This design comes from an exercise in tuning for small area, a short achievable clock period and few clock cycles per item on the open sky130 flow, not from production work. In this exercise RTL edits were held to simulation tests only and were not proved equivalent to the original.

==> flow/design.v <==
package mulDivOpPkg;
  typedef enum logic [2:0] {
    opMul    = 3'b000,
    opMulh   = 3'b001,
    opMulhsu = 3'b010,
    opMulhu  = 3'b011,
    opDiv    = 3'b100,
    opDivu   = 3'b101,
    opRem    = 3'b110,
    opRemu   = 3'b111
  } opCodeT;
  function automatic logic isDivOp(input logic [2:0] op);
    isDivOp = op[2];
  endfunction
  function automatic logic lOpSigned(input logic [2:0] op);
    lOpSigned = (op == 3'b001) || (op == 3'b100) || (op == 3'b110);
  endfunction
  function automatic logic rOpSigned(input logic [2:0] op);
    rOpSigned = (op == 3'b001) || (op == 3'b010) || (op == 3'b100) || (op == 3'b110);
  endfunction
  function automatic logic wantsHigh(input logic [2:0] op);
    wantsHigh = (op == 3'b001) || (op == 3'b010) || (op == 3'b011);
  endfunction
  function automatic logic wantsRemainder(input logic [2:0] op);
    wantsRemainder = (op == 3'b110) || (op == 3'b111);
  endfunction
endpackage
package mulDivCtrlPkg;
  typedef enum logic [1:0] {
    stIdle,
    stBusy,
    stOffer,
    stRelease
  } stageStateT;
  typedef enum logic [1:0] {
    kIdle,
    kRun,
    kDone
  } kernelStateT;
endpackage
`timescale 1ns/1ps
module mulDivUnit
#(
  parameter int dataWidth = 32
) (
  input  logic                 clk,
  input  logic                 rstN,
  input  logic                 inReq,
  output logic                 inAck,
  input  logic [2:0]           opCode,
  input  logic [dataWidth-1:0] lOp,
  input  logic [dataWidth-1:0] rOp,
  output logic                 outReq,
  input  logic                 outAck,
  output logic [dataWidth-1:0] result,
  output logic                 divByZero,
  output logic                 divOverflow
);
  localparam int W = 37;
  logic sMul, sPrep, sIt, sFin;
  logic [2:0] op;
  logic [33:0] A;       
  logic [33:0] H;       
  logic [31:0] L;       
  logic negN;           
  logic offR;           
  logic [5:0] clzA, clzH;  
  logic [5:0] itc;      
  logic zf;             
  logic negRes;
  logic dzR;
  logic ovR;
  logic b0one, b0two, b0neg, b1one, b1two, b1neg;
  logic isIdle;
  assign isIdle = !(sMul || sPrep || sIt || sFin);
  logic lastMul, lastIt, finishing, outFree, loadPorts, capture;
  assign lastMul = sMul && zf;
  assign lastIt = sIt && zf && !op[1] && !negRes;
  assign finishing = lastMul || lastIt || sFin;
  assign outFree = !outReq && !outAck;
  assign loadPorts = isIdle || (finishing && outFree);
  assign capture = loadPorts && inReq && !inAck;
  logic negD;
  assign negD = A[33];
  logic [W-1:0] aExt, a2Ext;
  assign aExt = {{(W-34){A[33]}}, A};
  assign a2Ext = {aExt[W-2:0], 1'b0};
  logic [W-1:0] in0, in1, in2, pp1;
  assign in1 = ((b0one ? aExt : '0) | (b0two ? a2Ext : '0)) ^ {W{b0neg}};
  assign pp1 = ((b1one ? aExt : '0) | (b1two ? a2Ext : '0)) ^ {W{b1neg}};
  assign in2 = {pp1[W-3:0], b1neg, b1neg};
  assign in0 = {{(W-34){H[33]}}, H};
  logic c0, cin;
  assign c0 = b0neg;
  assign cin = (sMul && b1neg) || (sFin && op[1] && offR);
  logic [W-1:0] csaS, csaC, sum;
  assign csaS = in0 ^ in1 ^ in2;
  assign csaC = {(in0[W-2:0] & in1[W-2:0]) | (in0[W-2:0] & in2[W-2:0]) | (in1[W-2:0] & in2[W-2:0]), c0};
  logic [W:0] pg, pp, gg;
  always_comb begin
    pg = {csaS & csaC, cin};
    pp = {csaS ^ csaC, 1'b0};
    gg = pg;
    for (int l = 0; l < 6; l++) begin
      for (int i = W; i >= 0; i--) begin
        if (((i >> l) & 1) == 1) begin
          gg[i] = gg[i] | (pp[i] & gg[((i >> l) << l) - 1]);
          pp[i] = pp[i] & pp[((i >> l) << l) - 1];
        end
      end
    end
  end
  assign sum = (csaS ^ csaC) ^ gg[W-1:0];
  logic q;
  assign q = sum[W-1] ^ !negN;
  function automatic logic [2:0] booth(input logic [2:0] b);
    booth[2] = b[1] ^ b[0];
    booth[1] = (b[2] & ~b[1] & ~b[0]) | (~b[2] & b[1] & b[0]);
    booth[0] = b[2];
  endfunction
  function automatic logic [5:0] clz32(input logic [31:0] v);
    clz32 = 6'd32;
    for (int i = 0; i < 32; i++) begin
      if (v[i]) clz32 = 6'(31 - i);
    end
  endfunction
  logic [6:0] sh;
  assign sh = {1'b0, clzA} + {6'd0, negN} - {1'b0, clzH};
  logic dzV, ovV;
  assign dzV = clzA[5] && !negD;
  assign ovV = negN && negD && clzA[5] && (H[30:0] == 31'd0);
  logic divOpP, negNP, negDP;
  assign divOpP = opCode[2];
  assign negNP = ((opCode == 3'd4) || (opCode == 3'd6)) && rOp[31];
  assign negDP = ((opCode == 3'd4) || (opCode == 3'd6)) && lOp[31];
  logic [31:0] res;
  always_comb begin
    if (sIt) res = {L[30:0], q};
    else if (sFin || (op == 3'd3)) res = sum[31:0];
    else if (op == 3'd0) res = {sum[3:0], L[31:4]};
    else res = sum[35:4];
  end
  logic [33:0] aAl;
  always_comb begin
    aAl = A;
    if (sh[0]) aAl = {aAl[32:0], 1'b0};
    if (sh[1]) aAl = {aAl[31:0], 2'b00};
    if (sh[2]) aAl = {aAl[29:0], 4'h0};
    if (sh[3]) aAl = {aAl[25:0], 8'h00};
    if (sh[4]) aAl = {aAl[17:0], 16'h0000};
    if (sh[5]) aAl = {aAl[1:0], 32'h00000000};
  end
  always_ff @(posedge clk) begin
    if (!rstN) begin
      sMul <= 1'b0;
      sPrep <= 1'b0;
      sIt <= 1'b0;
      sFin <= 1'b0;
      inAck <= 1'b0;
      outReq <= 1'b0;
    end else begin
      if (capture) begin
        inAck <= 1'b1;
      end else if (!inReq) begin
        inAck <= 1'b0;
      end
      if (finishing && outFree) begin
        outReq <= 1'b1;
      end else if (outAck) begin
        outReq <= 1'b0;
      end
      if (loadPorts) begin
        sMul <= capture && !divOpP;
        sPrep <= capture && divOpP;
        sIt <= 1'b0;
        sFin <= 1'b0;
      end else if (sPrep) begin
        sPrep <= 1'b0;
        sFin <= dzV || sh[6];
        sIt <= !dzV && !sh[6];
      end else if (sIt && !lastIt) begin
        if (zf) begin
          sIt <= 1'b0;
          sFin <= 1'b1;
        end
      end
    end
  end
  always_ff @(posedge clk) begin
    if (finishing && outFree) begin
      result <= res;
      divByZero <= dzR;
      divOverflow <= ovR;
    end
    if (loadPorts) begin
      op <= opCode;
      A <= {{2{mulDivOpPkg::lOpSigned(opCode) && lOp[31]}}, lOp};
      L <= rOp;
      H <= !divOpP ? '0 : {{2{negNP}}, rOp};
      negN <= divOpP && negNP;
      offR <= 1'b0;
      itc <= (opCode == 3'd3) ? 6'd8 : 6'd7;
      zf <= 1'b0;
      clzA <= clz32(negDP ? ~lOp : lOp);
      clzH <= clz32(negNP ? ~rOp : rOp);
      dzR <= 1'b0;
      ovR <= 1'b0;
      {b0one, b0two, b0neg} <= booth({rOp[1:0], 1'b0});
      {b1one, b1two, b1neg} <= booth(rOp[3:1]);
    end else if (sMul) begin
      if (!zf) begin
        H <= {sum[W-1], sum[W-1:4]};
        L <= {sum[3:0], L[31:4]};
        itc <= itc - 6'd1;
        zf <= (itc == 6'd1);
        if ((itc == 6'd1) && (op == 3'd3)) begin
          {b0one, b0two, b0neg} <= booth({2'b00, L[3]});
          {b1one, b1two, b1neg} <= 3'b000;
        end else begin
          {b0one, b0two, b0neg} <= booth(L[5:3]);
          {b1one, b1two, b1neg} <= booth(L[7:5]);
        end
      end
    end else if (sPrep) begin
      L <= 32'd0;
      itc <= sh[5:0];
      zf <= (sh == 7'd0);
      negRes <= op[1] ? negN : (negN ^ negD);
      dzR <= dzV;
      ovR <= ovV;
      if (dzV || sh[6]) begin
        if (!op[1]) begin
          A <= {34{dzV}};
          H <= '0;
        end
        {b0one, b0two, b0neg} <= {!op[1], 1'b0, 1'b0};
        {b1one, b1two, b1neg} <= 3'b000;
      end else begin
        A <= aAl;
        {b0one, b0two, b0neg} <= {1'b1, 1'b0, !(negN ^ negD)};
        {b1one, b1two, b1neg} <= {1'b0, 1'b0, negN};
      end
    end else if (sIt && !lastIt) begin
      L <= {L[30:0], q};
      offR <= negN;
      {b1one, b1two, b1neg} <= 3'b000;
      itc <= itc - 6'd1;
      zf <= (itc == 6'd1);
      if (zf && !op[1]) begin
        A <= {2'b00, L[30:0], q};
        H <= '0;
        {b0one, b0two, b0neg} <= 3'b101;
      end else begin
        H <= sum[33:0];
        if (zf) begin
          b0one <= !q;
          b0neg <= negN ^ negD;
        end else begin
          A <= {A[33], A[33:1]};
          b0neg <= !((negN ? q : !q) ^ negD);
        end
      end
    end
  end
endmodule
clock: 5.0 ns
lec_check: 0
abc_area: 1
cap_margin: 20
core_margin: 2
core_utilization: 40
setup_slack_margin: 0.3
slew_margin: 20
standard.sh (not shown) runs the stock make flow with config.mk's settings and CLKGATE_MAP_FILE= SYNTH_SCRIPT=/design/flow/synth_recipe.tcl, a recipe that flattens the netlist after the stock synthesis.
==> flow/flow/run.sh <==
#!/bin/bash
cp standard.sh standard_sh_copy.log
export BUFFER_PORTS_ARGS="-buffer_cell sky130_fd_sc_hd__buf_2"
bash standard.sh > standard.log 2>&1
Testbench counts at the start, summed over its fixed seeds: cycles 15,179, items 2,048.
Next try:
--- a/flow/design.v
+++ b/flow/design.v
@@ -55,31 +55,33 @@
   output logic [dataWidth-1:0] result,
   output logic                 divByZero,
   output logic                 divOverflow
 );
   localparam int W = 37;
-  logic sMul, sPrep, sIt, sFin;
+  logic sMul, sPrep, sAl, sIt, sFin;
+  logic oAckQ;
   logic [2:0] op;
   logic [33:0] A;       
   logic [33:0] H;       
   logic [31:0] L;       
   logic negN;           
   logic offR;           
+  logic [5:0] cnt;      
   logic [5:0] clzA, clzH;  
   logic [5:0] itc;      
   logic zf;             
   logic negRes;
   logic dzR;
   logic ovR;
   logic b0one, b0two, b0neg, b1one, b1two, b1neg;
   logic isIdle;
-  assign isIdle = !(sMul || sPrep || sIt || sFin);
+  assign isIdle = !(sMul || sPrep || sAl || sIt || sFin);
   logic lastMul, lastIt, finishing, outFree, loadPorts, capture;
   assign lastMul = sMul && zf;
   assign lastIt = sIt && zf && !op[1] && !negRes;
   assign finishing = lastMul || lastIt || sFin;
-  assign outFree = !outReq && !outAck;
+  assign outFree = !outReq && !oAckQ;
   assign loadPorts = isIdle || (finishing && outFree);
   assign capture = loadPorts && inReq && !inAck;
   logic negD;
   assign negD = A[33];
   logic [W-1:0] aExt, a2Ext;
@@ -138,29 +140,25 @@
     if (sIt) res = {L[30:0], q};
     else if (sFin || (op == 3'd3)) res = sum[31:0];
     else if (op == 3'd0) res = {sum[3:0], L[31:4]};
     else res = sum[35:4];
   end
-  logic [33:0] aAl;
-  always_comb begin
-    aAl = A;
-    if (sh[0]) aAl = {aAl[32:0], 1'b0};
-    if (sh[1]) aAl = {aAl[31:0], 2'b00};
-    if (sh[2]) aAl = {aAl[29:0], 4'h0};
-    if (sh[3]) aAl = {aAl[25:0], 8'h00};
-    if (sh[4]) aAl = {aAl[17:0], 16'h0000};
-    if (sh[5]) aAl = {aAl[1:0], 32'h00000000};
-  end
+  logic cntBig, cntLast;
+  assign cntBig = (cnt[5:2] != 4'd0);
+  assign cntLast = cntBig ? (cnt == 6'd4) : (cnt == 6'd1);
   always_ff @(posedge clk) begin
     if (!rstN) begin
       sMul <= 1'b0;
       sPrep <= 1'b0;
+      sAl <= 1'b0;
       sIt <= 1'b0;
       sFin <= 1'b0;
       inAck <= 1'b0;
       outReq <= 1'b0;
+      oAckQ <= 1'b0;
     end else begin
+      oAckQ <= outAck;
       if (capture) begin
         inAck <= 1'b1;
       end else if (!inReq) begin
         inAck <= 1'b0;
       end
@@ -170,16 +168,23 @@
         outReq <= 1'b0;
       end
       if (loadPorts) begin
         sMul <= capture && !divOpP;
         sPrep <= capture && divOpP;
+        sAl <= 1'b0;
         sIt <= 1'b0;
         sFin <= 1'b0;
       end else if (sPrep) begin
         sPrep <= 1'b0;
         sFin <= dzV || sh[6];
-        sIt <= !dzV && !sh[6];
+        sIt <= !dzV && (sh == 7'd0);
+        sAl <= !dzV && !sh[6] && (sh != 7'd0);
+      end else if (sAl) begin
+        if (cntLast) begin
+          sAl <= 1'b0;
+          sIt <= 1'b1;
+        end
       end else if (sIt && !lastIt) begin
         if (zf) begin
           sIt <= 1'b0;
           sFin <= 1'b1;
         end
@@ -221,10 +226,11 @@
           {b1one, b1two, b1neg} <= booth(L[7:5]);
         end
       end
     end else if (sPrep) begin
       L <= 32'd0;
+      cnt <= sh[5:0];
       itc <= sh[5:0];
       zf <= (sh == 7'd0);
       negRes <= op[1] ? negN : (negN ^ negD);
       dzR <= dzV;
       ovR <= ovV;
@@ -234,14 +240,22 @@
           H <= '0;
         end
         {b0one, b0two, b0neg} <= {!op[1], 1'b0, 1'b0};
         {b1one, b1two, b1neg} <= 3'b000;
       end else begin
-        A <= aAl;
-        {b0one, b0two, b0neg} <= {1'b1, 1'b0, !(negN ^ negD)};
+        {b0one, b0two, b0neg} <= {(sh == 7'd0), 1'b0, !(negN ^ negD)};
         {b1one, b1two, b1neg} <= {1'b0, 1'b0, negN};
       end
+    end else if (sAl) begin
+      if (cntBig) begin
+        A <= {A[29:0], 4'd0};
+        cnt <= cnt - 6'd4;
+      end else begin
+        A <= {A[32:0], 1'b0};
+        cnt <= cnt - 6'd1;
+      end
+      b0one <= cntLast;
     end else if (sIt && !lastIt) begin
       L <= {L[30:0], q};
       offR <= negN;
       {b1one, b1two, b1neg} <= 3'b000;
       itc <= itc - 6'd1;
Result: The new run produced a clean layout; setup slack degrades by 64 ps; cell area decreases by 3.6%; worst hold slack degrades by 15 ps; wire length decreases by 14%; count of clock-buffer cells in the layout increases by 2; die area decreases by 5.9%; final cell count decreases by 10%; critical path depth increases by 3; global-route usage decreases by 2.5 points.
Testbench counts after the change, summed over its fixed seeds: cycles 17,171, items 2,048.

-- port drivers added, routing unchanged --
In the flow no input, the clock included, has a driving cell. The finished layouts below were timed again as built, in two steps.
Step 1: set_driving_cell puts a clkbuf_16 on clk and a buf_2 on each other input, an assumption about the parent block.
Step 2, shift: input delay + t, output delay - t, t = (earliest + latest rising clock arrival at the registers) / 2. This alone moves slack from input paths to output paths.
Three values: ideal, step 1, step 2; two values: the first two.
run	t (ns)	slack for setup (ns)	hold WS [ns]	clock arrival spread, ns	worst data-port slew with drivers (ns)
the first run	0.500	0.543 / 0.543 / 0.543	0.453 / 0.453 / 0.453	0.013 / 0.014	0.04
the second run	0.499	0.478 / 0.478 / 0.478	0.439 / 0.439 / 0.439	0.017 / 0.017	0.05
After both steps setup and hold are still met in every run listed.
